This design comes from an exercise in tuning for a short achievable clock period and few clock cycles on the open sky130 flow, not from production work. Only simulation tests tie the RTL to the original design; equivalence was not proved. No activity file was given, so power comes from the tool's default toggle rates.

## flow/design.v

```verilog
package core_pkg;
    typedef logic [31:0] word_t;       
    typedef logic [31:0] inst_t;       
    typedef logic [4:0]  reg_addr_t;   
    typedef enum logic [2:0] {
        ALU_ADD,
        ALU_SUB,
        ALU_AND,
        ALU_OR,
        ALU_XOR
    } alu_op_t;
    typedef enum logic [1:0] {
        FWD_REG,   
        FWD_MM,    
        FWD_WB     
    } fwd_sel_t;
    typedef struct packed {
        logic  valid;
        word_t pc;
        inst_t inst;
    } id_t;
    typedef struct packed {
        logic      valid;
        word_t     pc;          
        alu_op_t   alu_op;
        reg_addr_t rs1;         
        reg_addr_t rs2;
        word_t     rs1_data;
        word_t     rs2_data;
        word_t     imm;         
        logic      use_imm;     
        reg_addr_t rd;
        logic      rd_en;
        logic      mem_re;
        logic      mem_we;
        logic      is_branch;
        logic      branch_ne;   
    } ex_t;
    typedef struct packed {
        logic      valid;
        word_t     result;      
        word_t     store_data;
        reg_addr_t rd;
        logic      rd_en;
        logic      mem_re;
        logic      mem_we;
    } mm_t;
    typedef struct packed {
        logic      valid;
        reg_addr_t rd;
        logic      rd_en;
        word_t     data;        
    } wb_t;
    localparam logic [6:0] OP_REG    = 7'b0110011;
    localparam logic [6:0] OP_IMM    = 7'b0010011;
    localparam logic [6:0] OP_LOAD   = 7'b0000011;
    localparam logic [6:0] OP_STORE  = 7'b0100011;
    localparam logic [6:0] OP_BRANCH = 7'b1100011;
endpackage
module fetch
#(
    parameter logic [31:0] RESET_PC = '0
) (
    input  logic  clk,
    input  logic  arst_n,
    input  logic  stall,
    input  logic  branch,
    input  core_pkg::word_t target,
    output core_pkg::word_t code_addr,
    input  core_pkg::inst_t code_data,
    output core_pkg::id_t   id
);
    core_pkg::word_t pc;
    assign code_addr = pc;   
    always_ff @(posedge clk or negedge arst_n) begin
        if (!arst_n) begin
            pc <= RESET_PC;
        end else if (branch) begin
            pc <= target;   
        end else if (!stall) begin
            pc <= pc + 32'd4;
        end
    end
    always_ff @(posedge clk or negedge arst_n) begin
        if (!arst_n) begin
            id <= '0;
        end else if (branch) begin
            id.valid <= 1'b0;   
        end else if (!stall) begin
            id.valid <= 1'b1;
            id.pc    <= pc;
            id.inst  <= code_data;
        end
    end
endmodule
module regfile
(
    input  logic      clk,
    input  logic      arst_n,
    input  core_pkg::reg_addr_t rs1_addr,
    input  core_pkg::reg_addr_t rs2_addr,
    output core_pkg::word_t     rs1_data,
    output core_pkg::word_t     rs2_data,
    input  core_pkg::wb_t       wb
);
    core_pkg::word_t regs [32];
    logic  we;
    assign we = wb.valid && wb.rd_en;
    always_ff @(posedge clk) begin
        if (arst_n && we) begin
            regs[wb.rd] <= wb.data;   
        end
    end
    function automatic logic [31:0] read_port(logic [4:0] addr);
        if (addr == 5'd0) read_port = 32'd0;                   
        else if (we && wb.rd == addr) read_port = wb.data;     
        else read_port = regs[addr];
    endfunction
    always_comb begin
        rs1_data = read_port(rs1_addr);
        rs2_data = read_port(rs2_addr);
    end
endmodule
module decode
(
    input  logic      clk,
    input  logic      arst_n,
    input  logic      stall,
    input  logic      branch,
    input  core_pkg::id_t       id,
    output core_pkg::reg_addr_t rs1_addr,
    output core_pkg::reg_addr_t rs2_addr,
    input  core_pkg::word_t     rs1_data,
    input  core_pkg::word_t     rs2_data,
    output core_pkg::ex_t       ex
);
    logic [6:0] opcode;
    logic [2:0] funct3;
    logic [6:0] funct7;
    core_pkg::reg_addr_t  rd;
    core_pkg::word_t      imm_i;
    core_pkg::word_t      imm_s;
    core_pkg::word_t      imm_b;
    logic       supported;   
    core_pkg::ex_t        nxt;
    assign opcode   = id.inst[6:0];
    assign rd       = id.inst[11:7];
    assign funct3   = id.inst[14:12];
    assign rs1_addr = id.inst[19:15];
    assign rs2_addr = id.inst[24:20];
    assign funct7   = id.inst[31:25];
    assign imm_i = {{20{id.inst[31]}}, id.inst[31:20]};
    assign imm_s = {{20{id.inst[31]}}, id.inst[31:25], id.inst[11:7]};
    assign imm_b = {{19{id.inst[31]}}, id.inst[31], id.inst[7],
                    id.inst[30:25], id.inst[11:8], 1'b0};   
    always_comb begin
        supported = 1'b0;
        nxt       = '0;
        nxt.pc       = id.pc;
        nxt.rs1      = rs1_addr;
        nxt.rs2      = rs2_addr;
        nxt.rs1_data = rs1_data;
        nxt.rs2_data = rs2_data;
        nxt.rd       = rd;
        nxt.imm      = imm_i;     
        nxt.alu_op   = core_pkg::ALU_ADD;   
        case (opcode)
            core_pkg::OP_REG: begin
                nxt.rd_en = 1'b1;
                case (funct3)
                    3'b000: begin
                        supported  = (funct7 == 7'h00) || (funct7 == 7'h20);
                        nxt.alu_op = funct7[5] ? core_pkg::ALU_SUB : core_pkg::ALU_ADD;
                    end
                    3'b100: begin
                        supported  = (funct7 == 7'h00);
                        nxt.alu_op = core_pkg::ALU_XOR;
                    end
                    3'b110: begin
                        supported  = (funct7 == 7'h00);
                        nxt.alu_op = core_pkg::ALU_OR;
                    end
                    3'b111: begin
                        supported  = (funct7 == 7'h00);
                        nxt.alu_op = core_pkg::ALU_AND;
                    end
                    default: supported = 1'b0;
                endcase
            end
            core_pkg::OP_IMM: begin
                supported   = (funct3 == 3'b000);   
                nxt.use_imm = 1'b1;
                nxt.rd_en   = 1'b1;
            end
            core_pkg::OP_LOAD: begin
                supported   = (funct3 == 3'b010);   
                nxt.use_imm = 1'b1;
                nxt.rd_en   = 1'b1;
                nxt.mem_re  = 1'b1;
            end
            core_pkg::OP_STORE: begin
                supported   = (funct3 == 3'b010);   
                nxt.use_imm = 1'b1;
                nxt.imm     = imm_s;
                nxt.mem_we  = 1'b1;
            end
            core_pkg::OP_BRANCH: begin
                supported     = (funct3 == 3'b000) || (funct3 == 3'b001);
                nxt.imm       = imm_b;
                nxt.is_branch = 1'b1;
                nxt.branch_ne = funct3[0];
            end
            default: supported = 1'b0;   
        endcase
        nxt.valid = id.valid && supported;
    end
    always_ff @(posedge clk or negedge arst_n) begin
        if (!arst_n) begin
            ex <= '0;
        end else if (stall || branch) begin
            ex.valid <= 1'b0;   
        end else begin
            ex <= nxt;
        end
    end
endmodule
module execute
(
    input  logic     clk,
    input  logic     arst_n,
    input  core_pkg::ex_t      ex,
    input  logic [1:0]       fwd_a,
    input  logic [1:0]       fwd_b,
    input  core_pkg::wb_t      wb,
    output logic     branch,
    output core_pkg::word_t    target,
    output core_pkg::mm_t      mm
);
    core_pkg::word_t op_a;
    core_pkg::word_t rs2_fwd;   
    core_pkg::word_t op_b;
    core_pkg::word_t result;
    always_comb begin
        case (fwd_a)
            core_pkg::FWD_MM:  op_a = mm.result;
            core_pkg::FWD_WB:  op_a = wb.data;
            default: op_a = ex.rs1_data;
        endcase
        case (fwd_b)
            core_pkg::FWD_MM:  rs2_fwd = mm.result;
            core_pkg::FWD_WB:  rs2_fwd = wb.data;
            default: rs2_fwd = ex.rs2_data;
        endcase
    end
    assign op_b = ex.use_imm ? ex.imm : rs2_fwd;
    always_comb begin
        case (ex.alu_op)
            core_pkg::ALU_SUB: result = op_a - op_b;
            core_pkg::ALU_AND: result = op_a & op_b;
            core_pkg::ALU_OR:  result = op_a | op_b;
            core_pkg::ALU_XOR: result = op_a ^ op_b;
            default: result = op_a + op_b;
        endcase
    end
    assign branch = ex.valid && ex.is_branch && ((op_a == rs2_fwd) != ex.branch_ne);
    assign target = ex.pc + ex.imm;
    always_ff @(posedge clk or negedge arst_n) begin
        if (!arst_n) begin
            mm <= '0;
        end else begin
            mm.valid      <= ex.valid;
            mm.result     <= result;
            mm.store_data <= rs2_fwd;
            mm.rd         <= ex.rd;
            mm.rd_en      <= ex.rd_en;
            mm.mem_re     <= ex.mem_re;
            mm.mem_we     <= ex.mem_we;
        end
    end
endmodule
module memory
(
    input  logic  clk,
    input  logic  arst_n,
    input  core_pkg::mm_t   mm,
    output core_pkg::word_t data_addr,
    output core_pkg::word_t data_wdata,
    output logic  data_we,
    output logic  data_re,
    input  core_pkg::word_t data_rdata,
    output core_pkg::wb_t   wb
);
    core_pkg::word_t rd_data;
    assign data_addr  = mm.result;    
    assign data_wdata = mm.store_data;
    assign data_we    = mm.valid && mm.mem_we;   
    assign data_re    = mm.valid && mm.mem_re;   
    assign rd_data = mm.mem_re ? data_rdata : mm.result;
    always_ff @(posedge clk or negedge arst_n) begin
        if (!arst_n) begin
            wb <= '0;
        end else begin
            wb.valid <= mm.valid;
            wb.rd    <= mm.rd;
            wb.rd_en <= mm.rd_en;
            wb.data  <= rd_data;
        end
    end
endmodule
module hazard_unit
(
    input  core_pkg::id_t      id,
    input  core_pkg::ex_t      ex,
    input  core_pkg::mm_t      mm,
    input  core_pkg::wb_t      wb,
    output logic     stall,
    output logic [1:0]       fwd_a,
    output logic [1:0]       fwd_b
);
    logic [6:0] id_op;
    core_pkg::reg_addr_t  id_rs1;
    core_pkg::reg_addr_t  id_rs2;
    logic       uses_rs1;
    logic       uses_rs2;
    logic       load_in_ex;
    assign id_op  = id.inst[6:0];
    assign id_rs1 = id.inst[19:15];
    assign id_rs2 = id.inst[24:20];
    assign uses_rs1 = (id_op == core_pkg::OP_REG) || (id_op == core_pkg::OP_IMM) ||
                      (id_op == core_pkg::OP_LOAD) || (id_op == core_pkg::OP_STORE) ||
                      (id_op == core_pkg::OP_BRANCH);
    assign uses_rs2 = (id_op == core_pkg::OP_REG) || (id_op == core_pkg::OP_STORE) ||
                      (id_op == core_pkg::OP_BRANCH);
    assign load_in_ex = ex.valid && ex.mem_re && ex.rd_en && (ex.rd != '0);
    assign stall = id.valid && load_in_ex &&
                   ((uses_rs1 && id_rs1 == ex.rd) || (uses_rs2 && id_rs2 == ex.rd));
    function automatic logic [1:0] pick(logic [4:0] rs);
        if (rs == 5'd0) pick = core_pkg::FWD_REG;
        else if (mm.valid && mm.rd_en && !mm.mem_re && mm.rd == rs) pick = core_pkg::FWD_MM;
        else if (wb.valid && wb.rd_en && wb.rd == rs) pick = core_pkg::FWD_WB;
        else pick = core_pkg::FWD_REG;
    endfunction
    assign fwd_a = pick(ex.rs1);
    assign fwd_b = pick(ex.rs2);
endmodule
module cpu
#(
    parameter logic [31:0] RESET_PC = '0
) (
    input  logic  clk,
    input  logic  arst_n,
    output core_pkg::word_t code_addr,
    input  core_pkg::inst_t code_data,
    output core_pkg::word_t data_addr,
    output core_pkg::word_t data_wdata,
    output logic  data_we,
    output logic  data_re,
    input  core_pkg::word_t data_rdata
);
    core_pkg::id_t       id;       
    core_pkg::ex_t       ex;       
    core_pkg::mm_t       mm;       
    core_pkg::wb_t       wb;       
    logic      stall;    
    logic      branch;   
    core_pkg::word_t     target;
    logic [1:0]           fwd_a;
    logic [1:0]           fwd_b;
    core_pkg::reg_addr_t rs1_addr;
    core_pkg::reg_addr_t rs2_addr;
    core_pkg::word_t     rs1_data;
    core_pkg::word_t     rs2_data;
    hazard_unit i_hazard_unit (
        .id, .ex, .mm, .wb,
        .stall,
        .fwd_a,
        .fwd_b
    );
    fetch #(
        .RESET_PC(RESET_PC)
    ) i_fetch (
        .clk, .arst_n,
        .stall, .branch, .target,
        .code_addr, .code_data,
        .id
    );
    regfile i_regfile (
        .clk, .arst_n,
        .rs1_addr, .rs2_addr,
        .rs1_data, .rs2_data,
        .wb   
    );
    decode i_decode (
        .clk, .arst_n,
        .stall, .branch,
        .id,
        .rs1_addr, .rs2_addr,
        .rs1_data, .rs2_data,
        .ex
    );
    execute i_execute (
        .clk, .arst_n,
        .ex, .fwd_a, .fwd_b, .wb,
        .branch, .target,
        .mm
    );
    memory i_memory (
        .clk, .arst_n,
        .mm,
        .data_addr, .data_wdata, .data_we, .data_re, .data_rdata,
        .wb
    );
endmodule
```

## flow/run.sh

```bash
#!/bin/bash
# synth_recipe.tcl (not shown) runs the flow's synth.tcl, then flattens the netlist and writes it again
# the make line also repeats each setting of config.mk as NAME=value (left out here)
make -C /OpenROAD-flow-scripts/flow DESIGN_CONFIG=/design/flow/config.mk WORK_HOME=/design/flow/orfs CLKGATE_MAP_FILE= SYNTH_SCRIPT=/design/flow/synth_recipe.tcl finish
```

## flow/config.mk

```make
export PLATFORM = sky130hd
export DESIGN_NAME = cpu
export DESIGN_NICKNAME = cpu
export VERILOG_FILES = /design/flow/design.v
export SDC_FILE = /design/flow/constraint.sdc
export NUM_CORES = 4
export LEC_CHECK = 0
export CAP_MARGIN = 20
export CORE_MARGIN = 2
export CORE_UTILIZATION = 40
export SLEW_MARGIN = 20
```

## flow/constraint.sdc

```tcl
create_clock -name core_clock -period 7.0 [get_ports {clk}]
set_input_delay 1.4000 -clock core_clock [delete_from_list [all_inputs] [get_ports {clk}]]
set_output_delay 1.4000 -clock core_clock [all_outputs]
set_load 0.01 [all_outputs]
```

==> results.sh <==
export IMPL_status="no timing/DRC/antenna violations"
export IMPL_grt_first_pass_wirelength_um=296000
export IMPL_nets=4519
export IMPL_swShare=0.282
export IMPL_postCtsSetupBuffers=0
export IMPL_critPathRequiredTime_ns=7.64
export IMPL_syn_nets=4385
export IMPL_cts_resized=0
export IMPL_diodes=0
export IMPL_viasPerCell=6.14
export IMPL_cp_data_arrival_time_ns=6.91
export IMPL_worstSetupPathType="flip-flop to flip-flop"
export IMPL_final_hold_violation_count=0
export IMPL_tightest_slew_ns=1.12
export IMPL_clock_path_buffers=3
export IMPL_powerDensity_mw_per_mm2=279
export IMPL_rsz0062_at_grt="false"
export IMPL_dieWidth_um=419
export IMPL_io_buffers=163
export IMPL_grt_pass1_vias=40900
export IMPL_insertion_delay_ns=0.83
export IMPL_drv_slew=0
export IMPL_hold_buffers=0
export IMPL_die_y_um=419
export IMPL_max_freq_ghz=0.159
export IMPL_internal_power_mw=15.7
export IMPL_fillers=14700
export IMPL_leakage_nw=27.1
export IMPL_cp_start_kind="flip-flop"
export IMPL_pre_cts_ws_ns=0.856
export IMPL_synth_async_reset_ratio=0.251
export IMPL_ys_seq_area_frac=0.572
export IMPL_place_area_mm2=0.0733
export IMPL_ir_drop_v=0.000275
export IMPL_num_vias=40900
export IMPL_ios=164
export IMPL_antenna_found_initial=5
export IMPL_grt_overflow=0
export IMPL_finClkSkew_ns=0.0425
export IMPL_hp_class="flip-flop to flip-flop"
export IMPL_clkTransAtPathRegs_ns=0.06
export IMPL_max_cap_viol_count=0
export IMPL_synth_area_per_cell_um2=16.4
export IMPL_ys_types=77
export IMPL_p_seq_frac=0.479
export IMPL_area_growth_syn_to_layout_pct=13.7
export IMPL_fin_crit_sh=0.897
export IMPL_synth_edf_count=1024
export IMPL_cts_sinks=1367
export IMPL_htreeDepth=4
export IMPL_holdWs_ns=0.380
export IMPL_fin_ws_ns=0.724
export IMPL_avgRoutedWirePerCell_um=30.8
export IMPL_clkPwrFrac=0.362
export IMPL_slew_headroom=0.248
export IMPL_ys_warnings_count=6
export IMPL_drtIter0Drc=4680
export IMPL_num_rows=152
export IMPL_totalWireLength_um=205000
export IMPL_core_area_mm2=0.171
export IMPL_ys_flop_type="edfxtp_1"
export IMPL_ant_nets=0
export IMPL_syn_area_mm2=0.0687
export IMPL_drc=0
export IMPL_synthCells=4180
export IMPL_cts_tree="yes"
export IMPL_grt_max_degree=126
export IMPL_fin_setup_tns_ns=0
export IMPL_numCtsBuffers=150
export IMPL_grt_usage=0.234
export IMPL_start_util=0.402
export IMPL_cp_end_kind="flip-flop"
export IMPL_critPathMaxFanout=18
export IMPL_period_needed_ns=6.28
export IMPL_place_hpwl_um=128000
export IMPL_switching_power_mw=6.16
export IMPL_comb_power_share=0.159
export IMPL_drive_gt1_frac=0.271
export IMPL_root_buffer="clkbuf_16"
export IMPL_ys_ff_latch=1367
export IMPL_die_area_mm2=0.175
export IMPL_drt_first_pass_iters=7
export IMPL_final_cell_area_mm2=0.0781
export IMPL_setup_viol=0
export IMPL_globalplace_congestion=0.924
routing by layer:
layer	vias up	share of wire	track usage
li1	17000	-	-
met1	21600	0.42	0.333
met2	1932	0.47	0.369
met3	322	0.085	0.0407
met4	2	0.029	0.0723
met5	-	0.000034	0
worst max-delay path: stages (launching register included):
cell and delay, ns:
dfrtp_1 0.60, xnor2_1 0.18, nand4_1 0.11, nor4_1 0.17, nand2_1 0.14, ha_2 0.45, buf_4 0.26, nor2b_1 0.25
o22ai_1 0.17, o32ai_1 0.52, nand3_1 0.22, nor3_1 0.28, a21oi_1 0.14, xnor2_1 0.18, ha_1 0.39, a21o_1 0.19
a21o_1 0.18, a221o_1 0.34, a31o_2 0.27, a41o_1 0.32, a41oi_1 0.30, o21ai_0 0.14, xnor2_1 0.17, o221ai_1 0.13
stage by stage:
stage	total power, mW	cells	util
2_1_floorplan	12.4	4180	-
3_3_place_gp	14.0	6393	0.428
3_5_place_dp	14.0	6395	0.428
4_1_cts	21.9	6666	0.457
5_1_grt	22.5	6666	0.457
6_report	21.8	6666	0.457
flip-flops by register name, indices dropped and copies added, names as in the netlist:
| register | cells |
|---|---|
| i_regfile.regs | 1024 |
| i_decode.ex | 134 |
| i_execute.mm | 73 |
| i_fetch.id | 65 |
| i_memory.wb | 39 |
| i_fetch.pc | 32 |
final timing paths:
check	start	endpoint	slack (ns)	cells past startpoint
min reg2reg	i_decode.ex[2]$_DFFE_PN0P_	i_execute.mm[0]$_DFF_PN0_	0.38	0
max	i_memory.wb[35]$_DFF_PN0_	i_execute.mm[68]$_DFF_PN0_	0.72	23
max in group asynchronous	arst_n	i_execute.mm[63]$_DFF_PN0_	4.17	4
min in group asynchronous	arst_n	i_memory.wb[17]$_DFF_PN0_	0.46	1
max reg2reg	i_memory.wb[35]$_DFF_PN0_	i_execute.mm[68]$_DFF_PN0_	0.72	23
min	i_decode.ex[2]$_DFFE_PN0P_	i_execute.mm[0]$_DFF_PN0_	0.38	0
layout make-up:
cell class                 instances  area [um^2]  area share
timing repair buffer             314         3010      0.0385
sequential                      1367        39400       0.504
clock inverter                    73          787      0.0101
multi-input combinational       2368        27600       0.354
inverter                         113          424     0.00543
clock buffer                     198         4110      0.0525
tap                             2233         2790      0.0358
cells in the mapped netlist, types with 32 or more instances:
library cell	instances	area, um^2
a211oi_1	90	676
a21o_1	32	240
a21oi_1	108	541
a22oi_1	50	375
buf_1	61	229
buf_4	70	526
clkbuf_1	161	604
dfrtp_1	343	8580
edfxtp_1	1024	30700
ha_1	137	1710
inv_1	113	424
mux2_1	112	1260
mux2_2	127	1430
mux2i_1	117	1170
mux4_2	630	14200
nand2_1	156	586
nand3_1	39	195
nor2_1	200	751
o21ai_0	100	500
xnor2_1	118	1030
xor2_1	63	552
power groups by stage:
stage	combinational (mW)	sequential (mW)	clock, mW
6_report	3.46	10.5	7.90
5_1_grt	3.71	10.5	8.33
4_1_cts	3.44	10.4	8.03
3_5_place_dp	3.43	10.6	0
3_3_place_gp	3.39	10.6	0
2_1_floorplan	1.72	10.7	0
placed cells by master (no fill, tap or decap), types with 33 or more instances in the layout:
cell and n:
nor2_1 165, clkbuf_16 152, nand3_1 37, inv_1 113, clkdlybuf4s50_1 162, mux2i_1 117, a22oi_1 50, mux4_2 630
xnor2_1 118, mux2_1 112, dfrtp_1 327, mux2_2 127, clkbuf_1 33, a21oi_1 108, nor2_4 35, xor2_1 63
ha_1 135, edfxtp_1 1024, nand2_1 156, o21ai_0 100, a211oi_1 90, buf_4 133
cells by family (layout without fill, tap and decap cells):
logic type      Yosys count  count (layout)  share of synthesized area
mux                     986             986                      0.263
fa+ha+maj               139             139                     0.0255
flops                  1367            1367                      0.572
compound gates          506             506                     0.0488
buf+inv                 445             698                     0.0299
simple gates            555             555                     0.0375
xor+xnor                182             182                     0.0235
Testbench counts, summed over its fixed seeds: cycles 136,561.

## re-timing with driven ports
Ports are ideal in the flow. The routed layout listed here was re-timed in OpenROAD. Step 1 (the two cells are an assumption about what drives the block):
set clk [get_ports {clk}]
set_driving_cell -lib_cell sky130_fd_sc_hd__clkbuf_16 $clk
set_driving_cell -lib_cell sky130_fd_sc_hd__buf_2 [delete_from_list [all_inputs] $clk]
Step 2 adds t to the input delays and takes it off the output delays; t is the mean of the earliest and latest rising clock arrival at the registers after step 1. Input paths then give back, and output paths get back, about the clock's delay inside the block. Slacks: no drivers / after step 1 / after step 2; pairs: no drivers / after step 1.
t, ns: 0.891
slack for setup (ns): 0.724 / 0.724 / 0.724
latest minus earliest clock arrival (ns): 0.048 / 0.048
worst register clock-pin slew, ns: 0.07 / 0.07
cell pins on the clock port's net: 1
After both steps this run still meets setup and hold. For this run, drivers alone change the setup slack by 0.000 ns; drivers and shift together by 0.000 ns.
